This design comes from an exercise in tuning for small area on the open sky130 flow, not from production work.
Only simulation tests tie the RTL to the original design; equivalence was not proved.
Power and IR drop assume default switching activity.

==> design/flow/design.v <==
module if_id_decode_stage #(
   parameter int RF_DEPTH = 32,
   parameter bit SEXT_IMM = 1'b1
) (
   input  logic        clk,
   input  logic        reset,
   input  logic [31:0] instr_in,
   input  logic [31:0] pc_in,
   input  logic        instr_valid,
   input  logic        flush,
   input  logic        ex_mem_read,
   input  logic [4:0]  ex_rd,
   input  logic        wb_we,
   input  logic [4:0]  wb_rd,
   input  logic [31:0] wb_data,
   output logic        stall,
   output logic        id_valid,
   output logic [31:0] id_pc,
   output logic [31:0] id_rs_data,
   output logic [31:0] id_rt_data,
   output logic [31:0] id_imm,
   output logic [4:0]  id_rs,
   output logic [4:0]  id_rt,
   output logic [4:0]  id_rd,
   output logic [5:0]  id_funct,
   output logic        id_reg_write,
   output logic        id_mem_read,
   output logic        id_mem_write,
   output logic        id_branch,
   output logic        id_jump,
   output logic        id_alu_src,
   output logic        id_illegal
);
   localparam logic [5:0] OP_RTYPE = 6'h00;
   localparam logic [5:0] OP_ADDI  = 6'h08;
   localparam logic [5:0] OP_LW    = 6'h23;
   localparam logic [5:0] OP_SW    = 6'h2B;
   localparam logic [5:0] OP_BEQ   = 6'h04;
   localparam logic [5:0] OP_J     = 6'h02;
   localparam logic [0:0] ST_RUN  = 1'b0;
   localparam logic [0:0] ST_HOLD = 1'b1;
   localparam logic [5:0] RF_LIM = 6'(RF_DEPTH);
   typedef struct packed {
      logic        valid;
      logic [31:0] pc;
      logic [31:0] rs_data;
      logic [31:0] rt_data;
      logic [31:0] imm;
      logic [4:0]  rs;
      logic [4:0]  rt;
      logic [4:0]  rd;
      logic [5:0]  funct;
      logic        reg_write;
      logic        mem_read;
      logic        mem_write;
      logic        branch;
      logic        jump;
      logic        alu_src;
      logic        illegal;
   } idex_t;
   logic        ifid_valid_q;
   logic [31:0] ifid_instr_q;
   logic [31:0] ifid_pc_q;
   logic [0:0]  state_q, state_d;
   idex_t       idex_q, idex_d;
   logic [31:0] rf_q [RF_DEPTH];
   logic [5:0]  opc;
   logic [4:0]  rs, rt;
   logic [31:0] rs_data, rt_data;
   logic [31:0] imm_ext;
   logic [3:0]  pc4_hi;
   logic        uses_rt, hazard;
   idex_t       dec;
   assign opc = ifid_instr_q[31:26];
   assign rs  = ifid_instr_q[25:21];
   assign rt  = ifid_instr_q[20:16];
   assign pc4_hi  = ifid_pc_q[31:28] + {3'd0, &ifid_pc_q[27:2]};
   assign imm_ext = SEXT_IMM ? {{16{ifid_instr_q[15]}}, ifid_instr_q[15:0]}
                             : {16'd0, ifid_instr_q[15:0]};
   always_comb begin
      rs_data = '0;
      if (rs != 5'd0 && {1'b0, rs} < RF_LIM) rs_data = rf_q[rs];
      if (wb_we && rs != 5'd0 && wb_rd == rs) rs_data = wb_data;
   end
   always_comb begin
      rt_data = '0;
      if (rt != 5'd0 && {1'b0, rt} < RF_LIM) rt_data = rf_q[rt];
      if (wb_we && rt != 5'd0 && wb_rd == rt) rt_data = wb_data;
   end
   always_comb begin
      uses_rt = (opc == OP_RTYPE) || (opc == OP_SW) || (opc == OP_BEQ);
      hazard  = ifid_valid_q && ex_mem_read && ex_rd != 5'd0 &&
                (ex_rd == rs || (uses_rt && ex_rd == rt));
      stall   = (state_q == ST_RUN) && hazard && !flush;
      state_d = stall ? ST_HOLD : ST_RUN;
   end
   always_comb begin
      dec         = '0;
      dec.valid   = 1'b1;
      dec.pc      = ifid_pc_q;
      dec.rs      = rs;
      dec.rt      = rt;
      dec.rs_data = rs_data;
      dec.rt_data = rt_data;
      dec.imm     = imm_ext;
      case (opc)
         OP_RTYPE: begin
            dec.reg_write = 1'b1;
            dec.rd        = ifid_instr_q[15:11];
            dec.funct     = ifid_instr_q[5:0];
         end
         OP_ADDI: begin
            dec.reg_write = 1'b1;
            dec.alu_src   = 1'b1;
            dec.rd        = rt;
         end
         OP_LW: begin
            dec.reg_write = 1'b1;
            dec.mem_read  = 1'b1;
            dec.alu_src   = 1'b1;
            dec.rd        = rt;
         end
         OP_SW: begin
            dec.mem_write = 1'b1;
            dec.alu_src   = 1'b1;
         end
         OP_BEQ:  dec.branch = 1'b1;
         OP_J: begin
            dec.jump = 1'b1;
            dec.imm  = {pc4_hi, ifid_instr_q[25:0], 2'b00};
         end
         default: dec.illegal = 1'b1;
      endcase
      idex_d = (ifid_valid_q && !stall && !flush) ? dec : '0;
   end
   always_ff @(posedge clk or negedge reset) begin
      if (!reset) begin
         ifid_valid_q <= 1'b0;
         ifid_instr_q <= '0;
         ifid_pc_q    <= '0;
         state_q      <= ST_RUN;
         idex_q       <= '0;
      end else begin
         state_q <= state_d;
         idex_q  <= idex_d;
         if (flush) begin
            ifid_valid_q <= 1'b0;
         end else if (!stall) begin
            ifid_valid_q <= instr_valid;
            ifid_instr_q <= instr_in;
            ifid_pc_q    <= pc_in;
         end
      end
   end
   always_ff @(posedge clk or negedge reset) begin
      if (!reset) begin
         for (int i = 0; i < RF_DEPTH; i++) rf_q[i] <= '0;
      end else if (wb_we && wb_rd != 5'd0 && {1'b0, wb_rd} < RF_LIM) begin
         rf_q[wb_rd] <= wb_data;
      end
   end
   assign id_valid     = idex_q.valid;
   assign id_pc        = idex_q.pc;
   assign id_rs_data   = idex_q.rs_data;
   assign id_rt_data   = idex_q.rt_data;
   assign id_imm       = idex_q.imm;
   assign id_rs        = idex_q.rs;
   assign id_rt        = idex_q.rt;
   assign id_rd        = idex_q.rd;
   assign id_funct     = idex_q.funct;
   assign id_reg_write = idex_q.reg_write;
   assign id_mem_read  = idex_q.mem_read;
   assign id_mem_write = idex_q.mem_write;
   assign id_branch    = idex_q.branch;
   assign id_jump      = idex_q.jump;
   assign id_alu_src   = idex_q.alu_src;
   assign id_illegal   = idex_q.illegal;
endmodule
==> design/flow/run.sh <==
#!/bin/bash
# synth_recipe.tcl (not shown) runs the flow's synth.tcl, then flattens the netlist and writes it again
# the make line also repeats each setting of config.mk as NAME=value (left out here)
make -C /OpenROAD-flow-scripts/flow DESIGN_CONFIG=/design/flow/config.mk WORK_HOME=/design/flow/orfs CLKGATE_MAP_FILE= SYNTH_SCRIPT=/design/flow/synth_recipe.tcl finish
==> design/flow/config.mk <==
export PLATFORM = sky130hd
export DESIGN_NAME = if_id_decode_stage
export DESIGN_NICKNAME = if_id_decode_stage
export VERILOG_FILES = /design/flow/design.v
export SDC_FILE = /design/flow/constraint.sdc
export NUM_CORES = 4
export LEC_CHECK = 0
export CAP_MARGIN = 20
export CORE_MARGIN = 2
export CORE_UTILIZATION = 30
export PLACE_DENSITY = 0.5
export SLEW_MARGIN = 20
==> design/flow/constraint.sdc <==
create_clock -name core_clock -period 5.0 [get_ports {clk}]
set_input_delay 1.0000 -clock core_clock [delete_from_list [all_inputs] [get_ports {clk}]]
set_output_delay 1.0000 -clock core_clock [all_outputs]
set_load 0.01 [all_outputs]
==> impl_metrics.json <==
{
  "clockBufferDepth": 3,
  "cap_viol_max_count": 0,
  "vias": 53800,
  "async_flop_share": 1.00,
  "wire_per_inst_um": 42.8,
  "post_cts_resized": 0,
  "dieArea_mm2": 0.202,
  "p_sw_mw": 9.28,
  "syn_to_final_growth_pct": 20.7,
  "chipHeight_um": 450,
  "cts_buffers": 140,
  "cts.htree.levels": 4,
  "nets": 5383,
  "critPathMaxFanout": 7,
  "core_area_mm2": 0.197,
  "cp-end-kind": "output pin",
  "crit_path_top_delay_cell": "or4_4",
  "netSwitchingFraction": 0.317,
  "period_share": 0.917,
  "fin_skew_ns": 0.0403,
  "reg2reg_to": "idex_q[117]",
  "grt_overflow": 0,
  "drt-total-wl_um": 345000,
  "grt_pass1_vias": 50700,
  "critPathLaunch": "ifid_instr_q[27]",
  "syn_avg_cell_area_um2": 11.8,
  "yosysTopAreaCellShare": 0.510,
  "hold_viol": 0,
  "die_w_um": 450,
  "antenna_found_initial": 47,
  "synth_nets": 5174,
  "maxSlewViolCount": 0,
  "reg2reg_slack_ns": 0.80,
  "post_cts_buffers": 0,
  "synthTopCellsByArea": "dfrtp_1 51%, mux2_2 20%, a22oi_1 6.3%, clkbuf_1 2.5%, and3_1 2.0%",
  "synth_area_mm2": 0.0596,
  "clkTransAtPathRegs_ns": 0.06,
  "setup_violations": 0,
  "synth_top_area_cell": "dfrtp_1",
  "drive_gt1_frac": 0.328,
  "hold_slack_ns": 0.137,
  "internal_power_mw": 20.0,
  "cp.required_ns": 4.00,
  "ios": 270,
  "hpwl_um": 215000,
  "outcome": "finished clean",
  "peakVddDrop_mv": 0.327,
  "tightest_slew_ns": 1.33,
  "synth.distinct_cells": 75,
  "clkLatencyLatePin_ns": 0.82,
  "worstSetupEndpoint": "stall",
  "fill_cells": 19500,
  "grt_pass1_wl_um": 460000,
  "synthCells": 5060,
  "grt_start_max_net_pins": 153,
  "synth_edf_count": 0,
  "reg2reg_from": "ifid_instr_q[25]",
  "p_per_area_mw_per_mm2": 408,
  "ant_nets": 0,
  "slew_headroom": 0.114,
  "via_per_inst": 6.68,
  "num_rows": 163,
  "clock_sinks": 1215,
  "drt_iter0_drc": 10200,
  "cp_cell_sequence": "or4_1 > o22a_1 > or4_4 > o31a_1 > nor2_1 > clkdlybuf4s50_1",
  "ys.flop_type": "dfrtp_1",
  "cts_hold_buf": 0,
  "rsz0062_at_grt": "no",
  "p_clk_frac": 0.369,
  "ff2ff_path_depth": 8,
  "grt_util_all_layers": 0.330,
  "portBuffers": 269,
  "route.detailed.drc": 0,
  "gp_congestion": 0.977,
  "hp-class": "in2async",
  "crit_type": "reg2out",
  "fmax_ghz": 0.218,
  "initial_core_util": 0.302,
  "power_leakage_nw": 31.1,
  "start_kind": "register",
  "drtPass1Iterations": 8,
  "power_frac_seq": 0.454,
  "synth_warnings": 2,
  "power_frac_comb": 0.177,
  "cts_tree": "built",
  "fin_tns_setup_ns": 0,
  "max_stage_delay_ns": 0.61,
  "layout_min_cycle_time_ns": 4.58,
  "ys_ff_latch": 1215,
  "cts_root_buffer": "clkbuf_16",
  "worstPathArrival_ns": 3.58,
  "yosysSeqAreaShare": 0.510
}
-- cell families (layout without fill, tap and decap cells) --
family | count (synthesis) | after routing | synth area share
flip-flops | 1215 | 1215 | 0.510
multiplexers | 1184 | 1184 | 0.222
AND/OR/NAND/NOR | 1141 | 1141 | 0.105
AO/OA/AOI/OAI | 986 | 986 | 0.126
buffers and inverters | 511 | 819 | 0.0340
XOR/XNOR | 21 | 21 | 0.00309
adder cells (fa/ha/maj) | 2 | 2 | 0.000420
other | 0 | 42 | 0
-- worst min-delay path by stage --
stage                  from     endpoint  slack (ns)  depth (start not counted)
6_report              reset   idex_q[97]        0.14                          1
3_3_place_gp   ifid_pc_q[0]  idex_q[124]        0.46                          1
3_5_place_dp   ifid_pc_q[0]  idex_q[124]        0.46                          1
2_1_floorplan  ifid_pc_q[0]  idex_q[124]        0.45                          1
4_1_cts               reset   idex_q[65]        0.15                          1
5_1_grt               reset   idex_q[97]        0.16                          1
-- per-layer routing --
| layer | part of all wire | track usage | up-vias |
|---|---|---|---|
| met5 | 0.00073 | 0.00118 | - |
| met4 | 0.084 | 0.220 | 30 |
| li1 | - | - | 19700 |
| met2 | 0.40 | 0.463 | 5075 |
| met3 | 0.14 | 0.125 | 1593 |
| met1 | 0.38 | 0.419 | 27400 |
-- placed cells by master, fill, tap and decap left out, types with 13 or more instances in the layout --
cell type,instances
a2111oi_0,68
a211oi_1,40
a21oi_1,74
a221oi_1,17
a22o_1,100
a22oi_1,500
a32oi_1,20
and2_1,45
and3_1,192
buf_12,52
buf_2,22
buf_4,245
clkbuf_1,22
clkbuf_16,145
clkbuf_8,35
clkdlybuf4s50_1,246
clkinv_2,17
dfrtp_1,1205
diode_2,42
mux2_2,1068
mux2i_1,109
nand2_1,132
nand2b_1,14
nand3_1,148
nand3b_1,26
nand4_1,130
nor2_1,119
nor2_2,16
nor2_4,52
nor3_1,78
nor4_1,61
o21ai_0,44
o2bb2ai_1,13
xnor2_1,13
-- Yosys cell counts, types with 7 or more instances --
master	number
a32oi_1	20
and3b_1	7
o211a_1	10
nand2_1	141
a21oi_1	74
a22o_1	100
a211oi_1	40
nand3b_1	26
o2111ai_1	8
nand3_1	148
nor2_1	187
o211ai_1	7
mux2_2	1068
mux2_1	7
or3b_2	10
and2_1	46
o21ai_0	44
inv_1	8
a221oi_1	17
nand4_1	130
nor3b_1	17
a222oi_1	7
a2111oi_0	69
and4_1	8
nor3_1	84
buf_1	43
o2bb2ai_1	13
nor4_1	64
o32ai_1	11
o22ai_1	12
a22oi_1	500
mux2i_1	109
buf_2	57
a31oi_1	7
dfrtp_1	1215
nand2b_1	19
clkbuf_1	394
xnor2_1	13
and3_1	195
or4_1	9
nor2b_1	16
xor2_1	8
a2bb2oi_1	11
-- metrics by stage --
stage | area (um^2) | instances | total power [mW] | setup WS (ns) | util
final | 71900 | 8050 | 29.3 | 0.416 | 0.364
after global routing | 71800 | 8016 | 30.0 | 0.318 | 0.364
after CTS | 71800 | 8004 | 29.0 | 0.362 | 0.364
after detailed placement | 67100 | 7763 | 18.3 | 0.676 | 0.340
after global placement | 67100 | 7762 | 18.2 | 0.534 | 0.340
after floorplan | 59600 | 5060 | 15.4 | 1.81 | -
-- sequential cells by signal (all words and copies together), names as in the netlist --
name,cells
rf_q,992
idex_q,157
ifid_instr_q,32
ifid_pc_q,32
ifid_valid_q,1
state_q,1
-- cell type report --
| cell class | instances | area, um^2 | share of cell area |
|---|---|---|---|
| antenna | 42 | 105 | 0.00146 |
| clock buffer | 202 | 4190 | 0.0583 |
| clock inverter | 39 | 504 | 0.00701 |
| inverter | 9 | 35.0 | 0.000487 |
| multi-input combinational | 3334 | 27800 | 0.387 |
| sequential | 1215 | 30400 | 0.423 |
| tap | 2640 | 3300 | 0.0459 |
| timing repair buffer | 569 | 5520 | 0.0768 |
-- worst max-delay path: cells and delay by family (launching register included) --
family / cells / cell delay, ns
and+or+nand+nor: 3 / 1.30
DFF: 1 / 0.44
buffers and inverters: 1 / 0.56
AOI/OAI and AO/OA: 2 / 0.48
-- power by group through the flow --
| stage | registers (mW) | clock network (mW) | logic, mW |
|---|---|---|---|
| after detailed placement | 13.3 | 0 | 4.95 |
| after CTS | 13.2 | 10.9 | 4.96 |
| after global routing | 13.4 | 11.3 | 5.29 |
| final | 13.3 | 10.8 | 5.18 |
| after floorplan | 12.6 | 0 | 2.88 |
| after global placement | 13.3 | 0 | 4.88 |

## what the ideal ports hide
In the flow no input, the clock included, has a driving cell. The finished layout below was timed again as built, in two steps.
Step 1: set_driving_cell puts a clkbuf_16 on clk and a buf_2 on each other input, an assumption about the parent block.
Step 2 adds t to the input delays and takes it off the output delays; t is the mean of the earliest and latest rising clock arrival at the registers after step 1. Input paths then give back, and output paths get back, about the clock's delay inside the block.
Slacks: ideal / step 1 / step 2; pairs: ideal / step 1.
t (ns): 0.887
setup slack, ns: 0.416 / 0.329 / 0.499
pins driven straight from the clock port: 1
After both steps this run still meets setup and hold. The setup slack of this run moves by -0.087 ns with the drivers and by +0.083 ns with both steps.
